From an optimization exercise on the open Yosys and OpenROAD flow, aimed at small area; shortcuts taken in it are not production practice.
In this exercise RTL edits were held to simulation tests only and were not proved equivalent to the original.
Power figures rest on the tool's default switching activity, not on a simulated workload.

**flow/run.sh**
```bash
#!/bin/bash
# synth_recipe.tcl (not shown) runs the flow's synth.tcl, then flattens the netlist and writes it again
# the make line also repeats each setting of config.mk as NAME=value (left out here)
make -C /OpenROAD-flow-scripts/flow DESIGN_CONFIG=/design/flow/config.mk WORK_HOME=/design/flow/orfs CLKGATE_MAP_FILE= SYNTH_SCRIPT=/design/flow/synth_recipe.tcl finish
```
**flow/config.mk**
```make
export PLATFORM = sky130hd
export DESIGN_NAME = game_video_top
export DESIGN_NICKNAME = game_video_top
export VERILOG_FILES = /design/flow/design.v
export SDC_FILE = /design/flow/constraint.sdc
export NUM_CORES = 4
export LEC_CHECK = 0
export CAP_MARGIN = 20
export CORE_MARGIN = 2
export CORE_UTILIZATION = 75
export CTS_BUF_LIST = sky130_fd_sc_hd__clkbuf_8
export CTS_CLUSTER_DIAMETER = 50
export CTS_CLUSTER_SIZE = 16
export SLEW_MARGIN = 20
```
**flow/constraint.sdc**
```tcl
create_clock -name core_clock -period 12.5 [get_ports {pxl_clk}]
set_input_delay 2.5000 -clock core_clock [delete_from_list [all_inputs] [get_ports {pxl_clk}]]
set_output_delay 2.5000 -clock core_clock [all_outputs]
set_load 0.01 [all_outputs]
```
**flow/design.v**
```verilog
`timescale 1ns/1ps
`default_nettype none
module rc_add #(parameter int W = 10) (
  input  logic [W-1:0] a,
  input  logic [W-1:0] b,
  input  logic         ci,
  output logic [W-1:0] s,
  output logic         co
);
  logic [W:0] c;
  assign c[0] = ci;
  for (genvar i = 0; i < W; i++) begin : g_b
    assign s[i]   = a[i] ^ b[i] ^ c[i];
    assign c[i+1] = (a[i] & b[i]) | (c[i] & (a[i] ^ b[i]));
  end
  assign co = c[W];
endmodule
module rc_carry #(parameter int W = 10) (
  input  logic [W-1:0] a,
  input  logic [W-1:0] b,
  input  logic         ci,
  output logic         co
);
  logic [W:0] c;
  assign c[0] = ci;
  for (genvar i = 0; i < W; i++) begin : g_b
    assign c[i+1] = (a[i] & b[i]) | (c[i] & (a[i] | b[i]));
  end
  assign co = c[W];
endmodule
module rc_absdiff6 #(parameter int W = 10) (
  input  logic [W-1:0] a,
  input  logic [W-1:0] b,
  output logic [W-1:0] d
);
  logic [W-1:0] e;
  logic         c;
  logic [W:0]   p;
  rc_add #(W) u_sub (.a(a), .b(~b), .ci(1'b1), .s(e), .co(c));
  assign p[0] = 1'b0;
  for (genvar i = 0; i < W; i++) begin : g_n
    assign d[i]   = e[i] ^ (~c & p[i]);
    assign p[i+1] = p[i] | e[i];
  end
endmodule
module target_eval (
  input  logic [9:0] px,
  input  logic [9:0] py,
  input  logic [9:0] tx,
  input  logic [9:0] ty,
  input  logic [7:0] tt,
  input  logic [7:0] ct,
  input  logic       active,
  output logic       hit,
  output logic       tcol
);
  logic [9:0] ex, dxo, dy;
  logic       gx, sx;
  logic       far;
  logic [9:0] s, t1, diag;
  logic [7:0] delta;
  logic       u0, u1, u2, u3;
  logic       core, rim, in_ring;
  rc_add #(10) u_ex (.a(px), .b(~tx), .ci(1'b1), .s(ex), .co(gx));
  assign sx  = ~gx;
  assign dxo = ex ^ {10{sx}};
  rc_absdiff6 #(10) u_dy (.a(py), .b(ty), .d(dy));
  assign far = dxo[9] | dy[9];
  rc_add #(10) u_s (.a({1'b0, dxo[8:0]}), .b({1'b0, dy[8:0]}), .ci(sx), .s(s), .co(u0));
  rc_add #(10) u_d1 (.a(s), .b(~{2'b00, s[9:2]}), .ci(1'b1), .s(t1), .co(u1));
  rc_add #(10) u_d2 (.a(t1), .b(~{5'b00000, s[9:5]}), .ci(1'b1), .s(diag), .co(u2));
  rc_add #(8)  u_dt (.a(tt), .b(~ct), .ci(1'b1), .s(delta), .co(u3));
  logic [9:0] kn, rx, ry, rd;
  logic       cx, cy, cd;
  assign kn = ~({2'b00, delta} + 10'd25);
  rc_add #(10) u_rx (.a({1'b0, dxo[8:0]}), .b(kn), .ci(sx), .s(rx), .co(cx));
  rc_add #(10) u_ry (.a({1'b0, dy[8:0]}), .b(kn), .ci(1'b0), .s(ry), .co(cy));
  rc_add #(10) u_rd (.a(diag), .b(kn), .ci(1'b0), .s(rd), .co(cd));
  assign in_ring = (cx | cy | cd) & ~(cx & |rx[9:2]) & ~(cy & |ry[9:2]) & ~(cd & |rd[9:2]);
  assign core = (sx ? dxo[8:0] < 9'd24 : dxo[8:0] < 9'd25) & dy[8:0] < 9'd25 & diag < 10'd25;
  assign rim  = (sx ? dxo[8:0] < 9'd29 : dxo[8:0] < 9'd30) & dy[8:0] < 9'd30 & diag < 10'd30;
  assign hit  = active & ~far & (in_ring | rim);
  assign tcol = in_ring | core;
endmodule
`default_nettype wire
`timescale 1ns/1ps
`default_nettype none
module game_video_top (
  input  logic       pxl_clk,
  input  logic       reset,
  input  logic       sck,
  input  logic       sdi,
  input  logic       fsync,
  output logic       hsync,
  output logic       vsync,
  output logic       sync_b,
  output logic [7:0] r,
  output logic [7:0] g,
  output logic [7:0] b
);
  logic [2:0]  pin_meta;
  logic [2:0]  pin_sync;
  logic        sck_prev;
  logic [4:0]  bit_cnt;
  logic        word_valid;
  logic [29:0] shift;
  logic        zeros;
  logic        shift_en;
  logic        word_done;
  logic        restart_done;
  assign shift_en     = pin_sync[2] & pin_sync[1] & ~sck_prev;
  assign word_done    = shift_en & (&bit_cnt);
  assign restart_done = (shift[29:28] == 2'b10) & zeros;
  always_ff @(posedge pxl_clk) begin
    pin_meta <= {fsync, sck, sdi};
    pin_sync <= pin_meta;
  end
  always_ff @(posedge pxl_clk) begin
    if (reset) begin
      sck_prev   <= 1'b0;
      bit_cnt    <= '0;
      word_valid <= 1'b0;
    end else begin
      sck_prev   <= pin_sync[1];
      word_valid <= word_done;
      if (!pin_sync[2]) begin
        bit_cnt <= '0;
      end else if (shift_en) begin
        bit_cnt <= bit_cnt + 1'b1;
      end
    end
  end
  always_ff @(posedge pxl_clk) begin
    if (shift_en && !(bit_cnt[4:1] == 4'b1111)) begin
      shift <= {shift[28:0], pin_sync[0]};
    end
    if (shift_en) begin
      zeros <= ~pin_sync[0] & (zeros | (bit_cnt == 5'd2));
    end
  end
  logic       e_word, e_status, e_timer, e_append, e_retire, e_clear;
  logic [7:0] health;
  logic [7:0] cur_time;
  logic [9:0] mouse_x;
  logic [9:0] mouse_y;
  logic [7:0] active;
  logic [9:0] tx [8];
  logic [9:0] ty [8];
  logic [7:0] tt [8];
  logic [2:0] start_ptr;
  logic [2:0] end_ptr;
  assign e_word   = word_done & ~reset;
  assign e_status = e_word & (shift[29:28] == 2'b00);
  assign e_timer  = e_word & (shift[29:28] == 2'b01);
  assign e_append = e_word & (shift[29:27] == 3'b111);
  assign e_retire = e_word & (shift[29:27] == 3'b110);
  assign e_clear  = word_valid & restart_done;
  always_ff @(posedge pxl_clk) begin
    if (reset) begin
      health   <= '0;
      cur_time <= '0;
      mouse_x  <= '0;
      mouse_y  <= '0;
    end else begin
      if (e_status) begin
        health <= shift[27:20];
      end
      if (e_timer) begin
        cur_time <= shift[27:20];
        mouse_x  <= shift[19:10];
        mouse_y  <= shift[9:0];
      end
    end
  end
  always_ff @(posedge pxl_clk) begin
    if (reset || e_clear) begin
      active    <= '0;
      start_ptr <= '0;
      end_ptr   <= '0;
    end else if (e_append) begin
      active[end_ptr] <= 1'b1;
      end_ptr         <= end_ptr + 1'b1;
    end else if (e_retire) begin
      active[start_ptr] <= 1'b0;
      start_ptr         <= start_ptr + 1'b1;
    end
  end
  always_ff @(posedge pxl_clk) begin
    if (e_append) begin
      tx[end_ptr] <= shift[26:17];
      ty[end_ptr] <= shift[16:7];
      tt[end_ptr] <= cur_time + 8'd60;
    end
  end
  logic [9:0] px;
  logic [9:0] py;
  always_ff @(posedge pxl_clk) begin
    if (reset) begin
      px <= 10'd873;
      py <= 10'd987;
    end else if (px == 10'd647) begin
      px <= 10'd872;
      py <= (py == 10'd487) ? 10'd987 : py + 1'b1;
    end else begin
      px <= px + 1'b1;
    end
  end
  logic [7:0] hit_n, tcol_n;
  for (genvar k = 0; k < 8; k++) begin : g_t
    target_eval u_ev (
      .px(px), .py(py), .tx(tx[k]), .ty(ty[k]), .tt(tt[k]), .ct(cur_time),
      .active(active[k]), .hit(hit_n[k]), .tcol(tcol_n[k])
    );
  end
  logic [10:0] cx, cy;
  logic        on_cursor_n, in_bar_n, bar_filled_n, in_active_n, hs_n, vs_n;
  logic        near6x, near1x, near6y, near1y;
  logic        u_c2, u_c3, u_b0, bar_lt;
  logic [9:0]  bar_end;
  rc_add #(11) u_cx (.a({1'b0, px}), .b(~{1'b0, mouse_x}), .ci(1'b0), .s(cx), .co(u_c2));
  rc_add #(11) u_cy (.a({1'b0, py}), .b(~{1'b0, mouse_y}), .ci(1'b0), .s(cy), .co(u_c3));
  assign near6x = (&cx[10:3] & (|cx[2:0])) | (~|cx[10:3] & (cx[2:0] <= 3'd5));
  assign near1x = (&cx[10:1]) | (cx == 11'd0);
  assign near6y = (&cy[10:3] & (|cy[2:0])) | (~|cy[10:3] & (cy[2:0] <= 3'd5));
  assign near1y = (&cy[10:1]) | (cy == 11'd0);
  assign on_cursor_n = (near6x & near1y) | (near1x & near6y);
  assign in_bar_n     = px >= 10'd50 && px < 10'd305 && py >= 10'd20 && py < 10'd30;
  rc_add #(10) u_be (.a({2'b00, health}), .b(10'd50), .ci(1'b0), .s(bar_end), .co(u_b0));
  rc_carry #(10) u_bl (.a(bar_end), .b(~px), .ci(1'b0), .co(bar_lt));
  assign bar_filled_n = bar_lt;
  assign in_active_n  = (px < 10'd640) && (py < 10'd480);
  assign hs_n         = ~(px >= 10'd880 && px < 10'd976);
  assign vs_n         = ~(py >= 10'd989 && py < 10'd991);
  logic       pre_black_n, pre_white_n, pre_cur_n;
  assign pre_black_n = ~in_active_n | (~on_cursor_n & in_bar_n & ~bar_filled_n);
  assign pre_cur_n   = in_active_n & on_cursor_n;
  assign pre_white_n = in_active_n & ~on_cursor_n & in_bar_n & bar_filled_n;
  logic [7:0] hit, tcol;
  logic [2:0] start_ptr_d;
  logic       pre_black, pre_white, pre_cur, hs, vs;
  always_ff @(posedge pxl_clk) begin
    hit         <= hit_n;
    tcol        <= tcol_n;
    start_ptr_d <= start_ptr;
    pre_black   <= pre_black_n | reset;
    pre_white   <= pre_white_n & ~reset;
    pre_cur     <= pre_cur_n & ~reset;
    hs          <= hs_n | reset;
    vs          <= vs_n | reset;
  end
  logic [7:0] after_start, hit_hi, hit_sel, first;
  logic       any_hit, win_tcol;
  for (genvar k = 0; k < 8; k++) begin : g_pri
    assign after_start[k] = (3'(k) >= start_ptr_d);
  end
  assign hit_hi  = hit & after_start;
  assign hit_sel = (|hit_hi) ? hit_hi : hit;
  assign first[0] = hit_sel[0];
  for (genvar k = 1; k < 8; k++) begin : g_first
    assign first[k] = hit_sel[k] & ~(|hit_sel[k-1:0]);
  end
  assign any_hit  = |hit;
  assign win_tcol = |(first & tcol);
  logic c_black, c_tgt, c_white, c_cur;
  always_comb begin
    c_black = 1'b0; c_tgt = 1'b0; c_white = 1'b0; c_cur = 1'b0;
    if (pre_black)        c_black = 1'b1;
    else if (pre_cur)     c_cur = 1'b1;
    else if (pre_white)   c_white = 1'b1;
    else if (any_hit)     begin c_tgt = win_tcol; c_white = ~win_tcol; end
  end
  logic r7, rl, g7, g6, gl, b7, b6, bl;
  always_ff @(posedge pxl_clk) begin
    if (reset) begin
      hsync  <= 1'b1;
      vsync  <= 1'b1;
      sync_b <= 1'b1;
      {r7, rl, g7, g6, gl, b7, b6, bl} <= '0;
    end else begin
      hsync  <= hs;
      vsync  <= vs;
      sync_b <= hs & vs;
      r7 <= ~c_black;
      rl <= c_white | c_cur;
      g7 <= ~c_black & ~c_cur;
      g6 <= c_white | c_cur;
      gl <= c_white;
      b7 <= ~c_black & ~c_cur;
      b6 <= c_white | c_cur | c_tgt;
      bl <= c_white | c_tgt;
    end
  end
  assign r = {r7, {7{rl}}};
  assign g = {g7, g6, {6{gl}}};
  assign b = {b7, b6, {6{bl}}};
endmodule
`default_nettype wire
```
==> flow_summary_export.csv, run 1 <==
group,metric,value,unit
yosys,synthArstFlopShare,0,%
setup_path,crit_top_cell,"fa_1",
setup_path,arrival,12.67,ns
yosys,synth_top_family_by_area,"adder cells",
detailed_routing,ant_nets,0,
setup_path,cp_slowest_cell,"fa_1",
floorplan,start_util,76.01,%
final_layout,final_util,80.74,%
yosys,netlist_area,0.03195,mm2
cts,h-tree-depth,2,
cts,cts_hold_buf,0,
yosys,synth_commonest_cells,"530 x fa_1, 477 x inv_1, 255 x edfxtp_1",
final_layout,num-fill-cells,2516,
cts,clock-root-buffer,"clkbuf_8",
yosys,synth-edff-count,255,
yosys,syn-num-nets,3430,
floorplan,num_rows,75,
yosys,yosysWarnings,1,
yosys,avgSynthCellArea,11.63,um2
sta,tns,0,ns
floorplan,core_area,0.04204,mm2
sta,finalHoldViolations,0,
yosys,synth_top_area_share,33.20,%
sta,finalCriticalPeriod,12.14,ns
placed_design,hpwlAfterDp,63.73,mm
placed_design,port-buffer-count,31,
yosys,muxShareOfSynthArea,0.4385,%
yosys,synth_cells,2747,
yosys,ys_types,77,
cts,cts_tree,"done",
yosys,synth_compound_area_share,5.846,%
placed_design,gp_congestion,0.9846,
yosys,synthSimpleGateAreaFrac,9.816,%
sta,rsz0062_at_grt,"false",
sta,fin_crit_sh,97.13,%
setup_path,crit_path_max_fanout,12,
global_route,grt.total_usage,40.07,%
cts,clockBufferDepth,3,
job,max_cap_viol_count,0,
detailed_routing,dr.pass1.iters,6,
final_layout,diodes,0,
floorplan,dieArea,0.04427,mm2
final_layout,area_growth,6.226,%
detailed_routing,drt-initial-drc-count,2226,
sta,max_freq,82.37,MHz
power_and_ir_drop,p_total,4.513,mW
setup_path,critPathMaxStageDelay,0.56,ns
floorplan,die_y,210.4,um
detailed_routing,wl_per_cell,25.09,um
sta,finClkSkew,0.04899,ns
final_layout,drive_above_1_share,5.899,%
detailed_routing,viasPerCell,6.326,
yosys,yosysTopAreaCell,"fa_1",
cts,worstSkewPairLatency,0.64,ns
global_route,antenna_found_initial,1,
hold_path,min_path_type,"reg -> reg",
global_route,grt_max_degree,55,
yosys,yosysMostFrequentCell,"fa_1",
global_route,grt_pass1_vias,22550,
floorplan,ioPinCount,32,
setup_path,crit_type,"reg -> reg",
sta,slew_headroom,20.33,%
final_layout,multi_input_area,0.01999,mm2
final_layout,layout.nets,3484,
final_layout,ff_latch_area,0.009982,mm2
power_and_ir_drop,p_leak,13.33,nW
detailed_routing,routed_wirelength,84.55,mm
detailed_routing,drc,0,
power_and_ir_drop,power.density,133.0,mW/mm2
sta,slew_viol_final,0,
yosys,ys_ff_latch,371,
setup_path,crit_path_start_kind,"flip-flop",
cts,cts.sinks,371,
outcome,outcome,"no timing/DRC/antenna violations",
global_route,grt_pass1_wl,129.9,mm
sta,worst_slew_pin_slew,1.194,ns
sta,finalSetupViolCount,0,
yosys,synthAdderAreaFrac,39.00,%
cts,numCtsBuffers,39,
yosys,yosys.area_share.xor_xnor,7.044,%
yosys,yosysSeqAreaShare,31.23,%
cts,path_clk_slew,0.10,ns
power_and_ir_drop,ir_worst_vdd,0.1698,mV
floorplan,die_w,210.4,um
yosys,yosys-top-cells-area,"fa_1 33%, edfxtp_1 24%, dfxtp_1 7.3%",
setup_path,cp.required,13.03,ns
detailed_routing,vias,21320,
global_route,grt_overflow,0,
setup_path,critPathCaptureType,"flip-flop",
yosys,synth_flop_cell,"edfxtp_1",
==> per-layer routing <==
layer | vias to the layer above | GRT usage, % | part of all wire, %
li1 | 9076 | - | -
met1 | 10780 | 54.60 | 37
met2 | 1160 | 61.62 | 46
met3 | 303 | 8.105 | 10
met4 | 2 | 22.17 | 6.6
met5 | - | 0 | 0.015
==> state kept, by name (all words and copies together), names as in the netlist, 5 cells and up <==
name      cells
health        8
hit           8
mouse_y      10
active        8
bit_cnt       5
tx           80
shift        30
cur_time      8
tcol          8
mouse_x      10
px           10
ty           80
py           10
tt           64
==> stage by stage <==
| stage | hold WS (ns) | setup slack [ns] | instance area [um2] | cells |
|---|---|---|---|---|
| finish | 0.3362 | 0.3591 | 33940 | 3370 |
| global placement | 0.3173 | 0.5173 | 33000 | 3298 |
| floorplan | 0.3096 | 1.000 | 31950 | 2747 |
| CTS | 0.3339 | 0.1410 | 33870 | 3369 |
| detailed placement | 0.3157 | 0.1852 | 33020 | 3298 |
| global route | 0.3395 | 0.0005089 | 33940 | 3370 |
==> area by class of cell <==
cell class / instances / share of cell area, %
inverters: 477 / 5.286
repair buffers: 75 / 1.895
clock buffers: 43 / 1.744
multi-input cells: 1837 / 58.90
well taps: 539 / 1.987
flip-flops and latches: 371 / 29.41
clock inverters: 28 / 0.7815
==> worst max-delay path: cells and delay by family, from the launching register on <==
family	cells	cell delay (ns)
flops	1	0.39
buf+inv	8	0.84
fa+ha+maj	26	9.59
simple gates	3	0.69
compound gates	2	0.25
mux	1	0.25
==> layout by cell type, fill, tap and decap left out, types with 8 or more instances in the layout <==
cell type          n
a21o_1            11
a21oi_1           76
mux2i_1           14
ha_1             148
nand4b_1          11
dfxtp_1          114
nand3b_1          14
o31ai_1           11
nor4_1            20
fa_1             528
edfxtp_1         255
inv_1            481
nor2b_1           12
nand2_1          204
nor3_1            32
o21ai_0           68
nand4_1           40
nor2_1           100
nand2b_1          35
clkdlybuf4s50_1   30
or3_1             15
buf_4             43
nor2_2             8
and4b_1           13
nand3_1           39
xor2_1           154
a31oi_1           14
and2_1             9
xnor2_1           93
or2_2              8
clkbuf_8          43
==> repair_timing <==
action,4_1_cts,5_1_grt
endpoints found under the hold margin,0,0
setup endpoints to repair,0,12
setup buffers,0,0
resized for setup,0,10
==> final timing paths <==
kind | start | endpoint | slack [ns] | cells past startpoint
min reg2reg | pin_meta[1]$_DFF_P_ | pin_sync[1]$_DFF_P_ | 0.34 | 0
min | pin_meta[1]$_DFF_P_ | pin_sync[1]$_DFF_P_ | 0.34 | 0
max | px[0]$_SDFF_PP1_ | hit[4]$_DFF_P_ | 0.36 | 40
max reg2reg | px[0]$_SDFF_PP1_ | hit[4]$_DFF_P_ | 0.36 | 40
==> cells by family after synthesis <==
family / after synthesis
muxes: 14
adders and majority gates: 678
buffers and inverters: 539
and+or+nand+nor: 605
DFF: 371
xor gates and xnor gates: 257
AOI/OAI and AO/OA: 283
==> report_power, final <==
part	internal, mW	leakage [nW]	switching [mW]
sequential	1.31	3.21	0.0263
combinational	1.04	9.66	1.28
clock	0.368	0.465	0.491
total	2.72	13.3	1.79
==> run 2, diff against run 1 <==
--- a/flow/design.v
+++ b/flow/design.v
@@ -230,6 +230,7 @@
   assign bar_filled_n = bar_lt;
   assign in_active_n  = (px < 10'd640) && (py < 10'd480);
-  assign hs_n         = ~(px >= 10'd880 && px < 10'd976);
-  assign vs_n         = ~(py >= 10'd989 && py < 10'd991);
+  assign hs_n         = ~(px >= 10'd881 && px < 10'd977);
+  assign vs_n         = (px == 10'd872) ? ~(py >= 10'd990 && py < 10'd992)
+                                        : ~(py >= 10'd989 && py < 10'd991);
   logic       pre_black_n, pre_white_n, pre_cur_n;
   assign pre_black_n = ~in_active_n | (~on_cursor_n & in_bar_n & ~bar_filled_n);
@@ -238,5 +239,5 @@
   logic [7:0] hit, tcol;
   logic [2:0] start_ptr_d;
-  logic       pre_black, pre_white, pre_cur, hs, vs;
+  logic       pre_black, pre_white, pre_cur;
   always_ff @(posedge pxl_clk) begin
     hit         <= hit_n;
@@ -246,6 +247,4 @@
     pre_white   <= pre_white_n & ~reset;
     pre_cur     <= pre_cur_n & ~reset;
-    hs          <= hs_n | reset;
-    vs          <= vs_n | reset;
   end
   logic [7:0] after_start, hit_hi, hit_sel, first;
@@ -278,7 +277,7 @@
       {r7, rl, g7, g6, gl, b7, b6, bl} <= '0;
     end else begin
-      hsync  <= hs;
-      vsync  <= vs;
-      sync_b <= hs & vs;
+      hsync  <= hs_n;
+      vsync  <= vs_n;
+      sync_b <= hs_n & vs_n;
       r7 <= ~c_black;
       rl <= c_white | c_cur;
--- a/flow/config.mk
+++ b/flow/config.mk
@@ -10,5 +10,5 @@
 export CORE_UTILIZATION = 75
 export CTS_BUF_LIST = sky130_fd_sc_hd__clkbuf_8
-export CTS_CLUSTER_DIAMETER = 50
-export CTS_CLUSTER_SIZE = 16
+export CTS_CLUSTER_DIAMETER = 55
+export CTS_CLUSTER_SIZE = 18
 export SLEW_MARGIN = 20
==> run 2 against run 1 <==
Final cell count about the same. Largest power group unchanged. Clock power up 0.8%. Worst setup slack better by 0.060 ns. Flip-flop and latch count down 2. Synthesized area about the same. Clock skew down 0.011 ns. Critical endpoint is now tcol[2]$_DFF_P_. Fmax up 0.49%. Global-route usage up 0.96 points. Sequential power about the same.
==> flow_summary_export.csv, run 2 <==
group,metric,value,unit
outcome,outcome,"no timing/DRC/antenna violations",
power_and_ir_drop,ir_worst_vdd,0.2497,mV
floorplan,num_rows,75,
yosys,ys_types,81,
yosys,synth_commonest_cells,"530 x fa_1, 485 x inv_1, 255 x edfxtp_1",
detailed_routing,ant_nets,0,
sta,finalSetupViolCount,0,
detailed_routing,viasPerCell,6.297,
placed_design,hpwlAfterDp,64.54,mm
sta,slew_viol_final,0,
yosys,yosysTopAreaCell,"fa_1",
setup_path,critPathMaxStageDelay,0.58,ns
sta,slew_headroom,17.83,%
floorplan,dieArea,0.04431,mm2
cts,path_clk_slew,0.12,ns
power_and_ir_drop,p_leak,13.23,nW
floorplan,core_area,0.04204,mm2
setup_path,cp.required,13.02,ns
detailed_routing,drc,0,
detailed_routing,drt-initial-drc-count,2163,
cts,worstSkewPairLatency,0.65,ns
yosys,syn-num-nets,3436,
yosys,synth_top_area_share,33.18,%
yosys,ys_ff_latch,369,
final_layout,num-fill-cells,2424,
yosys,synth_flop_cell,"edfxtp_1",
power_and_ir_drop,p_total,4.549,mW
sta,max_freq,82.77,MHz
setup_path,crit_type,"reg -> reg",
floorplan,die_w,210.5,um
setup_path,r2r_cells,40,
setup_path,critPathCaptureType,"flip-flop",
global_route,antenna_found_initial,3,
setup_path,reg2reg_from,"py[0]$_SDFFE_PP1P_",
cts,clockBufferDepth,3,
yosys,yosysWarnings,1,
setup_path,cp_slowest_cell,"fa_1",
global_route,grt_pass1_vias,22550,
cts,h-tree-depth,2,
yosys,yosys-top-cells-area,"fa_1 33%, edfxtp_1 24%, dfxtp_1 7.1%",
final_layout,area_growth,6.162,%
global_route,grt_max_degree,54,
placed_design,gp_congestion,0.9858,
setup_path,r2r-end,"tcol[2]$_DFF_P_",
final_layout,largest_registers,"tx x80, ty x80, tt x64",
yosys,netlist_area,0.03198,mm2
setup_path,arrival,12.60,ns
detailed_routing,routed_wirelength,86.06,mm
placed_design,port-buffer-count,31,
hold_path,min_path_type,"reg -> reg",
placed_design,placed_area,0.03302,mm2
cts,cts_hold_buf,0,
hold_path,hp-start,"pin_meta[0]$_DFF_P_",
cts,cts_tree,"done",
final_layout,final_common_cell,"fa_1",
final_layout,layout_common_cells,"526 x fa_1, 488 x inv_1, 255 x edfxtp_1",
global_route,grt_overflow,0,
yosys,yosysSeqAreaShare,31.08,%
sta,worst_slew_pin_slew,1.231,ns
setup_path,r2r_slack,0.42,ns
final_layout,drive_above_1_share,6.111,%
setup_path,crit_path_start_kind,"flip-flop",
detailed_routing,vias,21240,
final_layout,layout.nets,3487,
floorplan,start_util,76.07,%
hold_path,whs_path_depth,0,
sta,finalCriticalPeriod,12.08,ns
placed_design,place_inst,3301,
final_layout,stdcell_area,0.03395,mm2
detailed_routing,dr.pass1.iters,6,
detailed_routing,wl_per_cell,25.52,um
sta,finClkSkew,0.03820,ns
power_and_ir_drop,power.density,134.0,mW/mm2
setup_path,crit_path_max_fanout,9,
yosys,yosysMostFrequentCell,"fa_1",
final_layout,layoutNonFillerInstCount,3372,
cts,clock-root-buffer,"clkbuf_8",
global_route,grt.total_usage,41.03,%
yosys,synth-edff-count,255,
yosys,synthArstFlopShare,0,%
sta,fin_crit_sh,96.65,%
job,max_cap_viol_count,0,
cts,cts.sinks,369,
cts,numCtsBuffers,36,
global_route,grt_pass1_wl,132.1,mm
sta,finalHoldViolations,0,
floorplan,ioPinCount,32,
yosys,synth_cells,2752,
setup_path,crit_top_cell,"fa_1",
hold_path,holdPathEnd,"pin_sync[0]$_DFF_P_",
floorplan,die_y,210.5,um
yosys,avgSynthCellArea,11.62,um2
==> run 2: cell types whose count changed after synthesis, moves of 8 or more <==
| cell | previous run | this run |
|---|---|---|
| nand2_1 | 204 | 196 |
| inv_1 | 477 | 485 |
| nor2_1 | 108 | 86 |
| nor3_1 | 33 | 42 |
| a21oi_1 | 76 | 90 |
| xor2_1 | 156 | 147 |
==> run 2: timing repair <==
item / 4_1_cts / 5_1_grt
gates resized for setup: 0 / 14
setup endpoints to repair: 0 / 14
setup buffers: 0 / 1
==> run 2: cell families (layout without fill, tap and decap cells) <==
| logic type | Yosys count | count (layout) | share of synthesized area, % |
|---|---|---|---|
| other cells | 0 | 2 | 0 |
| mux | 7 | 7 | 0.2191 |
| compound gates | 305 | 305 | 6.178 |
| buf+inv | 553 | 632 | 6.804 |
| fa+ha+maj | 681 | 681 | 39.07 |
| xor+xnor | 255 | 255 | 7.007 |
| simple gates | 582 | 582 | 9.644 |
| flops | 369 | 369 | 31.08 |
==> run 2: layout make-up <==
cell class,count,area (um2),share of cell area (%)
clock buffer,38,523.0,1.540
inverter,485,1828,5.384
sequential,369,9940,29.28
multi-input combinational,1830,19980,58.84
tap,539,674.4,1.986
antenna,2,5.005,0.01474
clock inverter,28,307.8,0.9066
timing repair buffer,81,695.7,2.049
==> run 2: worst max-delay path by stage <==
stage,from,end,slack [ns],cells after the start
after global placement,py[0]$_SDFFE_PP1P_,tcol[6]$_DFF_P_,0.60,40
final,py[0]$_SDFFE_PP1P_,tcol[2]$_DFF_P_,0.42,40
after detailed placement,py[0]$_SDFFE_PP1P_,tcol[6]$_DFF_P_,0.22,40
after floorplan,px[0]$_SDFF_PP1_,tcol[7]$_DFF_P_,0.79,41
after global routing,py[0]$_SDFFE_PP1P_,tcol[6]$_DFF_P_,-0.04,40
after CTS,px[0]$_SDFF_PP1_,hit[1]$_DFF_P_,0.17,41
==> run 2: worst max-delay path, delay by kind of cell, from the launching register on <==
kind,cells,cell delay [ns]
xor gates and xnor gates,1,0.38
AOI/OAI and AO/OA,2,0.49
DFF,1,0.42
adders and majority gates,26,9.51
and+or+nand+nor,3,0.25
buffers and inverters,8,0.86
==> run 2: metal layers <==
metal | GRT usage [%] | vias up | share of wire, %
li1 | - | 9112 | -
met1 | 53.83 | 10680 | 36
met5 | 0 | - | 0
met2 | 64.75 | 1132 | 47
met3 | 8.582 | 311 | 10
met4 | 23.43 | 0 | 6.8
==> run 2: stage by stage <==
step                util, %  setup slack, ns  TNS (ns)  hold slack (ns)
floorplan                 -           0.7931         0           0.3096
global placement      78.53           0.6034         0           0.3169
detailed placement    78.53           0.2180         0           0.3128
CTS                   80.51           0.1677         0           0.3382
global route          80.75         -0.03540  -0.04195           0.3414
finish                80.76           0.4187         0           0.3383
==> run 2: report_power, final <==
group          switching (mW)  leakage [nW]  internal, mW
sequential             0.0268          3.20          1.30
combinational            1.28          9.59          1.07
clock                   0.507         0.436         0.361
==> run 3, diff against run 2 <==
--- a/flow/config.mk
+++ b/flow/config.mk
@@ -10,5 +10,5 @@
 export CORE_UTILIZATION = 75
 export CTS_BUF_LIST = sky130_fd_sc_hd__clkbuf_8
-export CTS_CLUSTER_DIAMETER = 55
-export CTS_CLUSTER_SIZE = 18
+export CTS_CLUSTER_DIAMETER = 50
+export CTS_CLUSTER_SIZE = 16
 export SLEW_MARGIN = 20
==> run 3 against run 2 <==
Flip-flop and latch count unchanged. Via count about the same. Final area about the same. Routed wire length down 1.2%. Critical path depth up 2. Worst hold slack worse by 0.00096 ns. Sequential share of layout area about the same. Largest cell class unchanged.
==> flow_summary_export.csv, run 3 <==
group,metric,value,unit
cts,h-tree-depth,2,
cts,cts_tree,"done",
detailed_routing,drt-initial-drc-count,1935,
yosys,ys_types,81,
detailed_routing,wl_per_cell,25.16,um
global_route,grt.total_usage,40.52,%
yosys,yosysMostFrequentCell,"fa_1",
sta,fin_crit_sh,96.36,%
global_route,grt_pass1_wl,130.8,mm
yosys,syn-num-nets,3436,
power_and_ir_drop,ir_worst_vdd,0.2428,mV
yosys,synth_cells,2752,
yosys,avgSynthCellArea,11.62,um2
sta,slew_headroom,17.92,%
final_layout,area_growth,6.150,%
yosys,synth_flop_cell,"edfxtp_1",
cts,cts.sinks,369,
floorplan,die_w,210.5,um
setup_path,crit_path_max_fanout,8,
setup_path,crit_top_cell,"fa_1",
final_layout,final_common_cell,"fa_1",
detailed_routing,ant_nets,0,
yosys,synthSimpleGateAreaFrac,9.644,%
cts,worstSkewPairLatency,0.65,ns
yosys,yosysTopAreaCell,"fa_1",
outcome,outcome,"no timing/DRC/antenna violations",
placed_design,gp_congestion,0.9858,
yosys,synth_compound_area_share,6.178,%
floorplan,dieArea,0.04431,mm2
placed_design,hpwlAfterDp,64.54,mm
yosys,synth-edff-count,255,
yosys,synthArstFlopShare,0,%
placed_design,port-buffer-count,31,
cts,clock-root-buffer,"clkbuf_8",
detailed_routing,dr.pass1.iters,6,
placed_design,placed_area,0.03302,mm2
sta,finalHoldViolations,0,
final_layout,stdcell_area,0.03395,mm2
floorplan,core_area,0.04204,mm2
setup_path,critPathMaxStageDelay,0.57,ns
yosys,synth_top_area_share,33.18,%
power_and_ir_drop,power.density,133.0,mW/mm2
yosys,yosysWarnings,1,
setup_path,crit_path_start_kind,"flip-flop",
floorplan,die_y,210.5,um
setup_path,endpoint,"hit[1]$_DFF_P_",
yosys,yosys.area_share.xor_xnor,7.007,%
setup_path,arrival,12.60,ns
yosys,muxShareOfSynthArea,0.2191,%
yosys,ys_ff_latch,369,
hold_path,min_path_type,"reg -> reg",
final_layout,layout_common_cells,"529 x fa_1, 492 x inv_1, 255 x edfxtp_1",
setup_path,worst-path-stages,42,
setup_path,critPathTopFamily,"adder cells",
sta,rsz0062_at_grt,"false",
setup_path,r2r_cells,42,
detailed_routing,viasPerCell,6.278,
final_layout,num-fill-cells,2450,
yosys,synthAdderAreaFrac,39.07,%
setup_path,reg2reg_from,"px[0]$_SDFF_PP1_",
sta,max_freq,83.02,MHz
floorplan,ioPinCount,32,
yosys,netlist_area,0.03198,mm2
setup_path,cp_slowest_cell,"fa_1",
cts,clockBufferDepth,3,
final_layout,layout.nets,3490,
setup_path,cp.required,13.06,ns
setup_path,r2r_slack,0.46,ns
yosys,synth_top_family_by_area,"adder cells",
power_and_ir_drop,p_total,4.514,mW
final_layout,largest_registers,"tx x80, ty x80, tt x64",
setup_path,path_buf_inv,8,
cts,numCtsBuffers,39,
cts,path_clk_slew,0.10,ns
setup_path,crit_type,"reg -> reg",
setup_path,startpoint,"px[0]$_SDFF_PP1_",
yosys,synth_commonest_cells,"530 x fa_1, 485 x inv_1, 255 x edfxtp_1",
sta,worst_slew_pin_slew,1.231,ns
sta,tns,0,ns
final_layout,final_util,80.75,%
job,max_cap_viol_count,0,
yosys,yosys-top-cells-area,"fa_1 33%, edfxtp_1 24%, dfxtp_1 7.1%",
global_route,grt_overflow,0,
setup_path,r2r-end,"hit[1]$_DFF_P_",
global_route,antenna_found_initial,4,
floorplan,num_rows,75,
global_route,grt_pass1_vias,22390,
floorplan,start_util,76.07,%
sta,finalSetupViolCount,0,
power_and_ir_drop,p_leak,13.22,nW
sta,finalCriticalPeriod,12.04,ns
sta,finClkSkew,0.05107,ns
final_layout,drive_above_1_share,5.992,%
detailed_routing,drc,0,
setup_path,critPathCaptureType,"flip-flop",
yosys,yosysSeqAreaShare,31.08,%
global_route,grt_max_degree,54,
sta,slew_viol_final,0,
detailed_routing,routed_wirelength,85.06,mm
detailed_routing,vias,21230,
run 3: area by class of cell:
| type | count | area [um2] | area share [%] |
|---|---|---|---|
| flip-flops and latches | 369 | 9940 | 29.28 |
| diodes | 5 | 12.51 | 0.03686 |
| inverters | 485 | 1828 | 5.385 |
| multi-input cells | 1830 | 19960 | 58.78 |
| clock inverters | 32 | 274.0 | 0.8072 |
| well taps | 539 | 674.4 | 1.987 |
| repair buffers | 81 | 713.2 | 2.101 |
| clock buffers | 40 | 550.5 | 1.622 |
run 3: metal layers:
| layer | wire (um) | track usage (%) | vias to the layer above |
|---|---|---|---|
| met1 | 31440 | 53.70 | 10640 |
| li1 | - | - | 9117 |
| met4 | 5252 | 22.80 | 0 |
| met5 | 0 | 0 | - |
| met3 | 8804 | 8.731 | 302 |
| met2 | 39570 | 63.32 | 1166 |
run 3: worst min-delay path by stage:
stage | startpoint | end | slack (ns) | cells past startpoint
detailed placement | pin_meta[0]$_DFF_P_ | pin_sync[0]$_DFF_P_ | 0.31 | 0
CTS | pin_meta[0]$_DFF_P_ | pin_sync[0]$_DFF_P_ | 0.34 | 0
global route | pin_meta[2]$_DFF_P_ | pin_sync[2]$_DFF_P_ | 0.34 | 0
floorplan | pin_meta[0]$_DFF_P_ | pin_sync[0]$_DFF_P_ | 0.31 | 0
global placement | pin_meta[0]$_DFF_P_ | pin_sync[0]$_DFF_P_ | 0.32 | 0
finish | pin_meta[2]$_DFF_P_ | pin_sync[2]$_DFF_P_ | 0.34 | 0
run 3: kinds of logic (layout without fill, tap and decap cells):
logic type               count (synthesis)  in the layout
other                                    0              5
multiplexers                             7              7
flip-flops                             369            369
adder cells (fa/ha/maj)                681            681
AND/OR/NAND/NOR                        582            582
AO/OA/AOI/OAI                          305            305
buffers and inverters                  553            638
XOR/XNOR                               255            255
run 3: power by group:
| part | internal [mW] | switching (mW) | leakage [nW] |
|---|---|---|---|
| clock | 0.333 | 0.501 | 0.435 |
| sequential | 1.30 | 0.0260 | 3.20 |
| combinational | 1.07 | 1.28 | 9.59 |
run 3: stage by stage:
stage	setup slack (ns)	hold WS [ns]	instances
2_1_floorplan	0.7931	0.3096	2752
3_3_place_gp	0.6034	0.3169	3301
3_5_place_dp	0.2180	0.3128	3301
4_1_cts	0.2055	0.3353	3373
5_1_grt	0.02337	0.3435	3376
6_report	0.4550	0.3373	3381
run 3: timing repair:
| action | CTS | global route |
|---|---|---|
| hold endpoints to repair | 0 | 0 |
| endpoints found under the setup margin | 0 | 15 |
| resized for setup | 0 | 8 |
| hold buffers | 0 | 0 |
| setup buffers | 0 | 2 |

==> what the ideal ports hide <==
In the flow no input, the clock included, has a driving cell. The finished layouts below were timed again as built, in two steps. Step 1: set_driving_cell puts a clkbuf_16 on pxl_clk and a buf_2 on each other input, an assumption about the parent block. Step 2 moves the port delays by t, midway between the first and last clock arrival at a register: inputs arrive t later, outputs are due t later. That takes back most of the time a late clock gives input paths. Three values: no drivers, after step 1, after step 2; two values: the first two.
run	t, ns	setup WS [ns]	worst setup path at the end	worst slew at a driven data input, ns	cell pins on the clock port's net
run 1	0.667	0.359 / 0.359 / 0.359	register to register	0.03	1
run 2	0.689	0.419 / 0.419 / 0.419	register to register	0.04	1
run 3	0.681	0.455 / 0.455 / 0.455	register to register	0.04	1
After both steps setup and hold are still met in every run listed.
